Context: an optimization exercise on an open-source flow, tuned for small area, a short achievable clock period and few clock cycles per item. The choices shown serve that exercise and are no tape-out recipe. The RTL was checked by simulation tests, not by an equivalence proof against the original design.

==> design/flow/design.v <==
`default_nettype none
package npq_pkg;
  localparam int PALETTE_ENTRIES_MAX = 16;
  localparam int TREE_LEAVES         = 16;
  localparam int COLOR_W             = 8;
  localparam int ENTRY_W             = 4;
  localparam int DIST_W              = 18;
  localparam int RGB_W               = 24;
  localparam int PAIR_W              = 48;
  localparam int CFG_INDEX_W         = 4;
  localparam int CODE_W              = 8;
  localparam int SQ_W                = 2 * COLOR_W;
  localparam logic [COLOR_W-1:0] OPAQUE_ALPHA     = 8'hFF;
  localparam logic [CODE_W-1:0]  TRANSPARENT_CODE = 8'h0F;
  localparam int                 ENTRY_SHIFT      = 4;
  localparam logic [DIST_W-1:0]  DIST_NONE        = '1;
  localparam logic [DIST_W-1:0]  DIST_MAX         = 18'd195075;
  typedef struct packed {
    logic [ENTRY_W-1:0] entry;
    logic [DIST_W-1:0]  sq_dist;
  } cand_t;
  function automatic cand_t min_cand(cand_t a, cand_t b);
    min_cand = (b[DIST_W-1:0] < a[DIST_W-1:0]) ? b : a;
  endfunction
endpackage
`default_nettype wire
`default_nettype none
module npq_lane (
  input  wire logic                          clk,
  input  wire logic                          en,
  input  wire logic [npq_pkg::COLOR_W-1:0]   red,
  input  wire logic [npq_pkg::COLOR_W-1:0]   green,
  input  wire logic [npq_pkg::COLOR_W-1:0]   blue,
  input  wire logic [npq_pkg::RGB_W-1:0]     entry_rgb,
  output logic      [npq_pkg::DIST_W-1:0]    sq_dist
);
  logic [npq_pkg::COLOR_W-1:0] er, eg, eb;
  logic [npq_pkg::COLOR_W-1:0] dr, dg, db;
  logic [npq_pkg::SQ_W-1:0]    sr, sg, sb;
  assign er = entry_rgb[23:16];
  assign eg = entry_rgb[15:8];
  assign eb = entry_rgb[7:0];
  always_ff @(posedge clk) begin
    if (en) begin
      dr      <= (red   >= er) ? (red   - er) : (er - red);
      dg      <= (green >= eg) ? (green - eg) : (eg - green);
      db      <= (blue  >= eb) ? (blue  - eb) : (eb - blue);
      sr      <= dr * dr;
      sg      <= dg * dg;
      sb      <= db * db;
      sq_dist <= npq_pkg::DIST_W'(sr) + npq_pkg::DIST_W'(sg) + npq_pkg::DIST_W'(sb);
    end
  end
endmodule
`default_nettype wire
`default_nettype none
module nearest_palette_colour_quantizer #(
  parameter int PALETTE_ENTRIES = npq_pkg::PALETTE_ENTRIES_MAX
) (
  input  wire logic                              clk,
  input  wire logic                              rst,
  input  wire logic                              cfg_valid,
  output logic                                   cfg_ready,
  input  wire logic [npq_pkg::CFG_INDEX_W-1:0]   cfg_index,
  input  wire logic [npq_pkg::PAIR_W-1:0]        cfg_data,
  input  wire logic                              in_valid,
  output logic                                   in_ready,
  input  wire logic [npq_pkg::COLOR_W-1:0]       red,
  input  wire logic [npq_pkg::COLOR_W-1:0]       green,
  input  wire logic [npq_pkg::COLOR_W-1:0]       blue,
  input  wire logic [npq_pkg::COLOR_W-1:0]       alpha,
  output logic                                   out_valid,
  input  wire logic                              out_ready,
  output logic      [npq_pkg::ENTRY_W-1:0]       nearest_entry,
  output logic      [npq_pkg::DIST_W-1:0]        best_distance,
  output logic      [npq_pkg::CODE_W-1:0]        pixel_code,
  output logic                                   is_transparent
);
  localparam int PAIRS  = (PALETTE_ENTRIES + 1) / 2;
  localparam int CAND_W = npq_pkg::ENTRY_W + npq_pkg::DIST_W;
  logic [npq_pkg::PAIR_W-1:0] pair [PAIRS];
  logic              en;
  logic [3:0]        stage_valid;
  logic [3:0]        stage_transp;
  logic [CAND_W-1:0] leaf [npq_pkg::TREE_LEAVES];
  logic [CAND_W-1:0] lvl1 [npq_pkg::TREE_LEAVES/2];
  logic [CAND_W-1:0] lvl2 [npq_pkg::TREE_LEAVES/4];
  logic [CAND_W-1:0] q4   [npq_pkg::TREE_LEAVES/4];
  logic [CAND_W-1:0] m0, m1, best;
  assign cfg_ready = 1'b1;
  assign en       = !out_valid || out_ready;
  assign in_ready = en;
  always_ff @(posedge clk) begin
    for (int k = 0; k < PAIRS; k++) begin
      if (rst) begin
        pair[k] <= '0;
      end else if (cfg_valid && cfg_index == npq_pkg::CFG_INDEX_W'(k)) begin
        pair[k] <= cfg_data;
      end
    end
  end
  for (genvar n = 0; n < npq_pkg::TREE_LEAVES; n++) begin : g_lane
    if (n < PALETTE_ENTRIES) begin : g_used
      logic [npq_pkg::DIST_W-1:0] lane_dist;
      npq_lane u_lane (
        .clk       (clk),
        .en        (en),
        .red       (red),
        .green     (green),
        .blue      (blue),
        .entry_rgb (pair[n/2][(n%2)*npq_pkg::RGB_W +: npq_pkg::RGB_W]),
        .sq_dist   (lane_dist)
      );
      assign leaf[n] = {npq_pkg::ENTRY_W'(n), lane_dist};
    end else begin : g_pad
      assign leaf[n] = {npq_pkg::ENTRY_W'(n), npq_pkg::DIST_NONE};
    end
  end
  always_comb begin
    for (int i = 0; i < npq_pkg::TREE_LEAVES/2; i++) begin
      lvl1[i] = npq_pkg::min_cand(leaf[2*i], leaf[2*i+1]);
    end
    for (int i = 0; i < npq_pkg::TREE_LEAVES/4; i++) begin
      lvl2[i] = npq_pkg::min_cand(lvl1[2*i], lvl1[2*i+1]);
    end
    m0   = npq_pkg::min_cand(q4[0], q4[1]);
    m1   = npq_pkg::min_cand(q4[2], q4[3]);
    best = npq_pkg::min_cand(m0, m1);
  end
  always_ff @(posedge clk) begin
    if (rst) begin
      stage_valid <= '0;
      out_valid   <= 1'b0;
    end else if (en) begin
      stage_valid <= {stage_valid[2:0], in_valid};
      out_valid   <= stage_valid[3];
    end
  end
  always_ff @(posedge clk) begin
    if (en) begin
      stage_transp <= {stage_transp[2:0], alpha != npq_pkg::OPAQUE_ALPHA};
      for (int i = 0; i < npq_pkg::TREE_LEAVES/4; i++) begin
        q4[i] <= lvl2[i];
      end
      nearest_entry  <= best[CAND_W-1:npq_pkg::DIST_W];
      best_distance  <= best[npq_pkg::DIST_W-1:0];
      is_transparent <= stage_transp[3];
      pixel_code     <= stage_transp[3] ? npq_pkg::TRANSPARENT_CODE
                                        : (npq_pkg::CODE_W'(best[CAND_W-1:npq_pkg::DIST_W]) << npq_pkg::ENTRY_SHIFT);
    end
  end
endmodule
`default_nettype wire
==> design/flow/run.sh <==
#!/bin/bash
# synth_recipe.tcl (not shown) runs the flow's synth.tcl, then flattens the netlist and writes it again
# the make line also repeats each setting of config.mk as NAME=value (left out here)
make -C /OpenROAD-flow-scripts/flow DESIGN_CONFIG=/design/flow/config.mk WORK_HOME=/design/flow/orfs CLKGATE_MAP_FILE= SYNTH_SCRIPT=/design/flow/synth_recipe.tcl finish
==> design/flow/config.mk <==
export PLATFORM = sky130hd
export DESIGN_NAME = nearest_palette_colour_quantizer
export DESIGN_NICKNAME = nearest_palette_colour_quantizer
export VERILOG_FILES = /design/flow/design.v
export SDC_FILE = /design/flow/constraint.sdc
export NUM_CORES = 4
export LEC_CHECK = 0
export CAP_MARGIN = 20
export CORE_MARGIN = 2
export CORE_UTILIZATION = 40
export SLEW_MARGIN = 20
==> design/flow/constraint.sdc <==
create_clock -name core_clock -period 6.0 [get_ports {clk}]
set_input_delay 1.2000 -clock core_clock [delete_from_list [all_inputs] [get_ports {clk}]]
set_output_delay 1.2000 -clock core_clock [all_outputs]
set_load 0.01 [all_outputs]
==> flow_metrics.env <==
export IMPL_status="no timing/DRC/antenna violations"
export IMPL_grt_max_degree=146
export IMPL_setup_violations=0
export IMPL_final_cell_mix="ha_1, inv_1, nand2_1, edfxtp_1, fa_1"
export IMPL_max_clock_path_buffers=4
export IMPL_multi_input_area_um2=126200
export IMPL_start_util_pct=40.06
export IMPL_syn_instance_count=19620
export IMPL_dp_slack_ps=219.0
export IMPL_cp_start_kind="flip-flop"
export IMPL_cts_made_buffers=233
export IMPL_rows=254
export IMPL_ios=123
export IMPL_drt_total_wl_um=546500
export IMPL_vias=139700
export IMPL_path_clk_slew_ps=60
export IMPL_worstSetupEndpointType="flip-flop"
export IMPL_clk_latency_ps=1000
export IMPL_path_class="reg2reg"
export IMPL_vias_per_cell=5.288
export IMPL_final_common_cell="ha_1"
export IMPL_synth_edf_count=1503
export IMPL_hold_viol=0
export IMPL_cts_tree="done"
export IMPL_final_setup_skew_ps=77.08
export IMPL_maxCapViolCount=0
export IMPL_setup_ws_ps=387.1
export IMPL_postSynthAreaPerCell_um2=9.754
export IMPL_clock_sinks=1892
export IMPL_period_needed_ps=5613
export IMPL_postRouteAntennaNets=0
export IMPL_dieArea_um2=484000
export IMPL_post_route_drc_count=0
export IMPL_coreArea_um2=477700
export IMPL_synth_top_flop_cell="edfxtp_1"
export IMPL_drive_gt1_share_pct=4.781
export IMPL_rsz0062_at_grt="true"
export IMPL_tns_ps=0
export IMPL_yosys_cell_types_count=96
export IMPL_drtPass1Iterations=6
export IMPL_period_share_pct=93.55
export IMPL_area_growth_synth_to_final_pct=9.102
export IMPL_grt_pass1_wl_um=824000
export IMPL_ys_warn_count=12
export IMPL_fin_nets=24040
export IMPL_syn_area_um2=191400
export IMPL_crit_arrival_ps=6280
export IMPL_regArea_um2=52920
export IMPL_cts_hold_buf=0
export IMPL_port_buffer_count=121
export IMPL_r2r_slack_ps=390
export IMPL_fp_dieW_um=695.7
export IMPL_die_h_um=695.7
export IMPL_htree_levels=4
export IMPL_maxSlewHeadroom_pct=22.87
export IMPL_drt_iter0_drc=11120
export IMPL_fillers=45680
export IMPL_postSynth_asyncResetShare_pct=0
export IMPL_tightest_slew_ps=1157
export IMPL_wire_per_inst_um=20.69
export IMPL_drv_slew=0
export IMPL_timing_fmax_mhz=178.2
export IMPL_grt_use_total_pct=22.33
export IMPL_gp_congestion=0.9577
export IMPL_clock_root_buffer="clkbuf_16"
export IMPL_crit_required_ps=6670
export IMPL_hold_path_class="reg2reg"
export IMPL_antenna_found_initial=78
export IMPL_seq_area_frac_synth_pct=27.65
export IMPL_first_global_vias=135200
export IMPL_gr_total_overflow=0
export IMPL_path_max_fanout=10
export IMPL_synth_seq_cells=1892
export IMPL_dpl_hpwl_um=422100
[registers in the layout, indices dropped and copies added (netlist names)]
register,cells
g_lane.g_used.u_lane.sb,240
g_lane.g_used.u_lane.dr,128
pair,384
stage_valid,4
g_lane.g_used.u_lane.sr,240
q4,80
g_lane.g_used.u_lane.sq_dist,288
nearest_entry,4
best_distance,18
pixel_code,5
out_valid,1
g_lane.g_used.u_lane.db,128
stage_transp,4
g_lane.g_used.u_lane.dg,128
g_lane.g_used.u_lane.sg,240
[final timing paths]
path / start / to / cells past startpoint
worst max-delay path: g_lane[7].g_used.u_lane.sq_dist[2] / q4[1][14] / 20
worst min-delay path: stage_transp[2] / stage_transp[3] / 0
worst max register to register: g_lane[7].g_used.u_lane.sq_dist[2] / q4[1][14] / 20
worst min register to register: stage_transp[2] / stage_transp[3] / 0
[area by class of cell]
class                   instances  share of cell area, %
clock buffers                 292                  3.087
well taps                    6400                  3.835
multi-input cells           14500                  60.45
clock inverters               146                 0.8623
flip-flops and latches       1892                  25.35
diodes                         34                0.04075
inverters                    2826                  5.080
repair buffers                315                  1.296
[synth_stat cells (all sizes together) (92+ instances only)]
library cell  count  area (um^2)
clkbuf          312         1181
xnor2          1028         9004
o2111ai         115         1007
nand2b          165         1032
inv            2826        10610
nor2           1041         3918
nand2          1838         6902
o21a            152         1141
xor2            381         3337
a21o            287         2155
nand3           285         1426
edfxtp         1503        45130
nor3            236         1181
mux2i           402         4024
and2            855         5349
o21bai          181         1363
ha             2868        35880
nor2b           349         2183
o21ai           404         2029
dfxtp           389         7787
a21oi          1204         6048
fa             1314        26310
and3             92        575.6
buf              96        650.6
a31oi            97        625.6
[cells by family (layout without fill, tap and decap cells)]
group,count (synthesis),after routing,synth area share [%]
and+or+nand+nor,5179,5179,12.95
adders and majority gates,4182,4182,32.50
buffers and inverters,3234,3579,6.500
AOI/OAI and AO/OA,3233,3233,11.33
DFF,1892,1892,27.65
xor gates and xnor gates,1409,1409,6.448
muxes,489,489,2.615
other,2,45,0.003924
[critical path, stage by stage (launching register included)]
cell	delay, ps
edfxtp_1	420
ha_1	320
nand2_1	50
o21ai_0	160
a41oi_1	160
a2111oi_0	470
nor3_1	140
o21ai_2	150
buf_4	220
mux2i_1	330
inv_1	80
ha_1	320
a21o_1	170
a21o_1	170
a21oi_1	140
o21ai_0	100
a21oi_1	180
o21ai_0	240
o41ai_4	400
buf_4	310
mux2i_2	740
[per-stage QoR]
stage                     hold slack (ps)  utilization, %  instances  cell area (um^2)
after global placement              405.6           41.95      25940            200400
final                               419.9           43.71      26410            208800
after floorplan                     400.3               -      19630            191400
after CTS                           421.7           43.69      26370            208700
after global routing                447.2           43.69      26380            208700
after detailed placement            407.0           41.96      25940            200400
[per-layer routing]
layer	wire [um]	global-route usage [%]	vias to the layer above
met4	22200	7.794	32
li1	-	-	66790
met5	209	0	-
met2	236300	34.69	3899
met1	247800	31.08	68110
met3	39990	4.150	822
[timing repair]
item,in CTS,in global routing
resized for setup,0,8
setup buffers,0,0
setup endpoints to repair,0,8
Testbench counts, summed over its fixed seeds: cycles 16,040, items 16,000.

## port drivers added, routing unchanged
In the flow no input, the clock included, has a driving cell. The finished layout below was timed again as built, in two steps. Step 1, drivers: a clkbuf_16 drives clk and a buf_2 each remaining input, both assumed. Step 2 also shifts input and output timing later by t, the mid clock arrival at the registers, as if the neighbouring blocks saw the same clock. a / b / c = ideal / step 1 / step 2; a / b = the first two.
t, ns: 1.095
setup slack, ns: 0.387 / 0.387 / 0.387
worst hold slack (ns): 0.420 / 0.420 / 0.420
worst slew at a driven data input, ns: 0.27
cell pins on the clock port's net: 1
After both steps this run still meets setup and hold. The setup slack of this run moves by 0.000 ns with the drivers and by 0.000 ns with both steps.
